Context: an optimization exercise on an open-source flow, tuned for small area. The choices shown serve that exercise and are no tape-out recipe. Function was checked by simulation only, so behaviour that the tests miss may differ from the original. Power figures rest on the tool's default switching activity, not on a simulated workload.

## design.v

```verilog
`default_nettype none
package apb_pkg;
  localparam int WAIT_CNT_W = 4;
  typedef enum logic [1:0] {
    MST_IDLE   = 2'd0,
    MST_SETUP  = 2'd1,
    MST_ACCESS = 2'd2
  } apb_mst_state_t;
  typedef enum logic [0:0] {
    IDLE   = 1'b0,
    ACCESS = 1'b1
  } apb_slv_state_t;
endpackage
`default_nettype wire
`default_nettype none
module apb_mem_array #(
  parameter int DATA_WIDTH = 32,
  parameter int DEPTH      = 64,
  parameter int IDX_W      = 6
) (
  input  logic                  clk,
  input  logic                  rst_n,
  input  logic                  we,
  input  logic [IDX_W-1:0]      waddr,
  input  logic [DATA_WIDTH-1:0] wdata,
  input  logic [IDX_W-1:0]      raddr,
  output logic [DATA_WIDTH-1:0] rdata
);
  logic [DATA_WIDTH-1:0] mem [DEPTH];
  always_ff @(posedge clk) begin
    if (!rst_n) begin
      for (int i = 0; i < DEPTH; i++) begin
        mem[i] <= '0;
      end
    end else if (we) begin
      mem[waddr] <= wdata;
    end
  end
  assign rdata = mem[raddr];
endmodule
`default_nettype wire
`default_nettype none
module apb_slave_mem #(
  parameter int ADDR_WIDTH  = 16,
  parameter int DATA_WIDTH  = 32,
  parameter int MEM_DEPTH   = 64,
  parameter int RO_BASE     = 48,
  parameter int WAIT_STATES = 2
) (
  input  logic                  pclk,
  input  logic                  preset_n,
  input  logic                  psel,
  input  logic                  penable,
  input  logic                  pwrite,
  input  logic [ADDR_WIDTH-1:0] paddr,
  input  logic [DATA_WIDTH-1:0] pwdata,
  output logic [DATA_WIDTH-1:0] prdata,
  output logic                  pready,
  output logic                  pslverr
);
  localparam int IDX_W = (MEM_DEPTH > 1) ? $clog2(MEM_DEPTH) : 1;
  localparam logic [ADDR_WIDTH:0] DEPTH_LIM = (ADDR_WIDTH+1)'(MEM_DEPTH);
  localparam logic [ADDR_WIDTH:0] RO_LIM    = (ADDR_WIDTH+1)'(RO_BASE);
  localparam logic [apb_pkg::WAIT_CNT_W-1:0] WAIT_LOAD = apb_pkg::WAIT_CNT_W'(WAIT_STATES);
  apb_pkg::apb_slv_state_t        state;
  logic [apb_pkg::WAIT_CNT_W-1:0] cnt;
  logic                  err;
  logic                  setup;
  logic                  addr_err;
  logic                  mem_we;
  logic [IDX_W-1:0]      idx;
  logic [DATA_WIDTH-1:0] mem_rdata;
  assign setup    = psel && !penable;
  assign addr_err = ({1'b0, paddr} >= DEPTH_LIM) ||
                    (pwrite && ({1'b0, paddr} >= RO_LIM));
  assign idx      = paddr[IDX_W-1:0];
  assign pready  = preset_n && (state == apb_pkg::ACCESS) && psel && penable && (cnt == '0);
  assign pslverr = pready && err;
  assign mem_we  = pready && pwrite && !err;
  apb_mem_array #(
    .DATA_WIDTH (DATA_WIDTH),
    .DEPTH      (MEM_DEPTH),
    .IDX_W      (IDX_W)
  ) u_mem (
    .clk   (pclk),
    .rst_n (preset_n),
    .we    (mem_we),
    .waddr (idx),
    .wdata (pwdata),
    .raddr (idx),
    .rdata (mem_rdata)
  );
  always_ff @(posedge pclk) begin
    if (!preset_n) begin
      state  <= apb_pkg::IDLE;
      cnt    <= '0;
      err    <= 1'b0;
      prdata <= '0;
    end else begin
      case (state)
        apb_pkg::IDLE: begin
          if (setup) begin
            state  <= apb_pkg::ACCESS;
            cnt    <= WAIT_LOAD;
            err    <= addr_err;
            prdata <= (addr_err || pwrite) ? '0 : mem_rdata;
          end
        end
        apb_pkg::ACCESS: begin
          if (!psel) begin
            state  <= apb_pkg::IDLE;
            cnt    <= '0;
            err    <= 1'b0;
            prdata <= '0;
          end else if (setup) begin
            state  <= apb_pkg::ACCESS;
            cnt    <= WAIT_LOAD;
            err    <= addr_err;
            prdata <= (addr_err || pwrite) ? '0 : mem_rdata;
          end else if (cnt != '0) begin
            cnt <= cnt - 1'b1;
          end else begin
            state  <= apb_pkg::IDLE;
            err    <= 1'b0;
            prdata <= '0;
          end
        end
        default: begin
          state  <= apb_pkg::IDLE;
          cnt    <= '0;
          err    <= 1'b0;
          prdata <= '0;
        end
      endcase
    end
  end
endmodule
`default_nettype wire
```

## run.sh

```bash
#!/bin/bash
# synth_recipe.tcl (not shown) runs the flow's synth.tcl, then flattens the netlist and writes it again
# the make line also repeats each setting of config.mk as NAME=value (left out here)
make -C /OpenROAD-flow-scripts/flow DESIGN_CONFIG=/design/flow/config.mk WORK_HOME=/design/flow/orfs CLKGATE_MAP_FILE= SYNTH_SCRIPT=/design/flow/synth_recipe.tcl finish
```

## config.mk

```make
export PLATFORM = sky130hd
export DESIGN_NAME = apb_slave_mem
export DESIGN_NICKNAME = apb_slave_mem
export VERILOG_FILES = /design/flow/design.v
export SDC_FILE = /design/flow/constraint.sdc
export NUM_CORES = 4
export LEC_CHECK = 0
export CAP_MARGIN = 20
export CORE_MARGIN = 2
export CORE_UTILIZATION = 40
export SLEW_MARGIN = 20
```

## constraint.sdc

```tcl
create_clock -name core_clock -period 5.0 [get_ports {pclk}]
set_input_delay 1.0000 -clock core_clock [delete_from_list [all_inputs] [get_ports {pclk}]]
set_output_delay 1.0000 -clock core_clock [all_outputs]
set_load 0.01 [all_outputs]
```

==> qor.csv <==
stage,metric,value,unit
global_route,track_usage,28.6,%
placement,place_hpwl,217000,um
worst_setup_path,critical_path_class,input pin to flip-flop,
route,firstDrtPassIters,6,
power,power.total,38300,uW
clock_tree,cts_tree,yes,
logic_synthesis,synth_nets,6847,
die,initial_utilization,40.1,%
global_route,grt_pass1_wl,483000,um
die,io_pins,87,
clock_tree,clock_sinks,2086,
clock_tree,hold_buffers,0,
worst_setup_path,startpoint_type,input pin,
logic_synthesis,synth_ff_type,edfxtp_1,
worst_setup_path,cp_slowest_stage_delay,0.91,ns
clock_tree,cts_resized,0,
sta,rsz0062_at_grt,no,
route,avgViaCountPerCell,6.03,
logic_synthesis,syn_area_per_cell,14.0,um2
clock_tree,clk_pin_slew_worst_paths,0.06,ns
clock_tree,clockBufferDepth,3,
finish,final_cells,10100,
route,drt_iter0_markers,9318,
sta,worstMarginPinSlew,1.22,ns
sta,fin_skew,0.0517,ns
run,max_cap_violations,0,
clock_tree,numCtsBuffers,215,
route,totalWireLength,352000,um
worst_setup_path,cp_max_fo,46,
sta,slew_viol_final,0,
logic_synthesis,ys_async_sr_fraction,0,%
worst_setup_path,cp_cell_sequence,buf_8 -> nand2b_4 -> buf_4 -> o22ai_1 -> o21ai_0 -> nand4_1 -> a2111oi_0 -> a21o_1,
route,drc,0,
sta,fmax,260,MHz
logic_synthesis,synth_edf_count,2048,
die,die_w,492,um
worst_setup_path,cp_slowest_cell,o21ai_0,
worst_setup_path,cp.buffers_inverters,2,
worst_setup_path,worstSetupEndpointType,flip-flop,
finish,final_area,108000,um2
logic_synthesis,syn-cell-area,95300,um2
sta,tns,0,ns
sta,max_slew_margin,18.5,%
global_route,antenna_found_initial,35,
finish,nNetsFinal,6822,
placement,portBuffers,86,
sta,finalHoldViolCount,0,
finish,drive_above_1_share,17.7,%
clock_tree,clock_latency,0.90,ns
min_path,hold_path.class,input pin to flip-flop,
worst_setup_path,cp_data_required_time,5.84,ns
finish,fillers,20900,
global_route,grt_max_degree,72,
power,ir_drop,312,uV
worst_setup_path,crit_arrival,4.69,ns
die,num_rows,179,
die,die_area,242000,um2
placement,dpl.cell_count,9718,
placement,gp_routability_congestion,0.988,
route,routed-via-count,61000,
finish,area_growth_syn_to_layout,13.1,%
clock_tree,cts-root-buf,clkbuf_16,
logic_synthesis,synth_cell_types,79,
placement,place_area,101000,um2
run_status,outcome,"complete, no violations",
logic_synthesis,syn-instance-count,6793,
logic_synthesis,seq_area_frac_synth,65.4,%
global_route,first_global_vias,58100,
sta,post-route-period-util,77.1,%
logic_synthesis,yosysWarnings,2,
route,wl_per_cell,34.8,um
clock_tree,post-cts-setup-buffers,0,
clock_tree,h-tree-depth,4,
sta,finalCriticalPeriod,3.85,ns
route,ant_nets,0,
worst_setup_path,cp_top_family,compound AO/OA/AOI/OAI gates,
logic_synthesis,synth-seq-cells,2086,
die,core,237000,um2
power,power_leakage,0.0391,uW
die,die_h,492,um
sta,setup_viol,0,
global_route,grt.overflow.total,0,
power,powerDensity,356,nW/um2
## worst paths after layout
path                  from                 to  slack (ns)  depth (start not counted)
setup / recovery  paddr[0]         prdata[15]        1.15                          8
hold reg to reg     cnt[1]             cnt[1]        0.54                          2
hold / removal    preset_n                err        0.48                          3
setup reg to reg    cnt[0]  u_mem.mem[42][20]        1.23                          9
## state kept, by name (all words and copies together) (netlist names)
| name | flops |
|---|---|
| prdata | 32 |
| err | 1 |
| u_mem.mem | 2048 |
| cnt | 4 |
| state | 1 |
## per-stage QoR
stage               setup slack [ns]  hold WS, ns  utilization [%]
floorplan                     0.0894        0.464                -
global placement               0.236        0.508             42.6
detailed placement             0.367        0.516             42.6
CTS                             1.15        0.447             45.4
global route                    1.06        0.472             45.4
finish                          1.15        0.485             45.4
## synth_stat cells, types with 47 or more instances
cell type / count / area share (%)
a211oi_1: 48 / 0.38
a21oi_1: 115 / 0.60
and2_1: 2055 / 13
buf_1: 47 / 0.19
buf_2: 102 / 0.54
buf_4: 69 / 0.54
clkbuf_1: 429 / 1.7
edfxtp_1: 2048 / 65
mux2_2: 159 / 1.9
mux2i_1: 171 / 1.8
mux4_2: 203 / 4.8
nand2_1: 152 / 0.60
nor2_1: 145 / 0.57
o21ai_0: 174 / 0.91
o221ai_1: 108 / 0.99
o22ai_1: 238 / 1.6
## layout by cell type (no fill, tap or decap), types with 12 or more instances in the layout
cell type        instances
a21oi_1                115
o22a_1                  24
clkinv_2                21
nor2_2                  56
nor3_1                  28
nand3_1                 19
a221oi_1                24
o221ai_1               108
a211oi_1                48
a22oi_1                 41
mux4_2                 203
buf_2                   33
buf_4                  327
o21ai_4                 64
mux2i_1                170
or3_1                   12
buf_12                  64
nand2_1                148
nor2b_1                 20
and3_1                  12
a22o_1                  19
mux2_2                 159
o21ai_0                106
o22ai_1                238
clkbuf_1                59
a2bb2oi_1               22
edfxtp_1              2048
clkdlybuf4s50_1         50
and2_1                2053
clkbuf_16              217
diode_2                 18
nor2_1                  92
clkinv_1                58
o31ai_1                 21
dfxtp_1                 38
## worst register-to-register path, cell delays in order (launching register included)
cell and delay (ns):
dfxtp_1 0.31, inv_1 0.09, ha_1 0.19, or3b_4 0.42, nor3_4 0.20, and2_1 0.44, buf_4 0.27, nand3_4 0.53
o21ai_4 0.37, buf_4 0.49
## layout make-up
| cell class | count | area (um2) | share of cell area, % |
|---|---|---|---|
| sequential | 2086 | 62300 | 57.8 |
| timing repair buffer | 478 | 4460 | 4.14 |
| antenna | 18 | 45.0 | 0.0418 |
| clock inverter | 102 | 843 | 0.783 |
| clock buffer | 277 | 5670 | 5.26 |
| multi-input combinational | 3973 | 30500 | 28.3 |
| inverter | 14 | 60.1 | 0.0557 |
| tap | 3167 | 3960 | 3.68 |
## power by group
group / leakage, uW / switching, uW / internal, uW
Clock: 0.00315 / 6990 / 8330
Sequential: 0.0217 / 149 / 19700
Combinational: 0.0143 / 2320 / 869
Total: 0.0391 / 9460 / 28900
## cells by family after synthesis
kind of cell             after synthesis  share of synthesized area, %
AO/OA/AOI/OAI                        913                          6.45
multiplexers                         539                          8.64
XOR/XNOR                               3                        0.0276
adder cells (fa/ha/maj)                1                        0.0131
flip-flops                          2086                          65.4
AND/OR/NAND/NOR                     2517                          15.8
buffers and inverters                734                          3.66
## per-layer routing
layer  share of wire, %  wire, um  track usage (%)
met3                 11     40200             6.77
met5              0.020        71                0
met2                 44    155000             42.4
met1                 39    136000             39.0
met4                6.1     21400             14.8

-- separate check: timing with driven ports --
How much do the figures lean on ideal ports? The routed layout below was timed once more, with nothing changed but the port constraints. Step 1, drivers: a clkbuf_16 drives pclk and a buf_2 each remaining input, both assumed. Step 2 moves the port delays by t, midway between the first and last clock arrival at a register: inputs arrive t later, outputs are due t later. That takes back most of the time a late clock gives input paths. a / b / c = no drivers / after step 1 / after step 2; a / b = the first two.
t, ns: 0.976
slack for setup (ns): 1.147 / 1.100 / 0.210
hold WS [ns]: 0.485 / 0.423 / 0.536
After both steps setup and hold are still met in this run. The setup slack of this run moves by -0.047 ns with the drivers and by -0.937 ns with both steps.
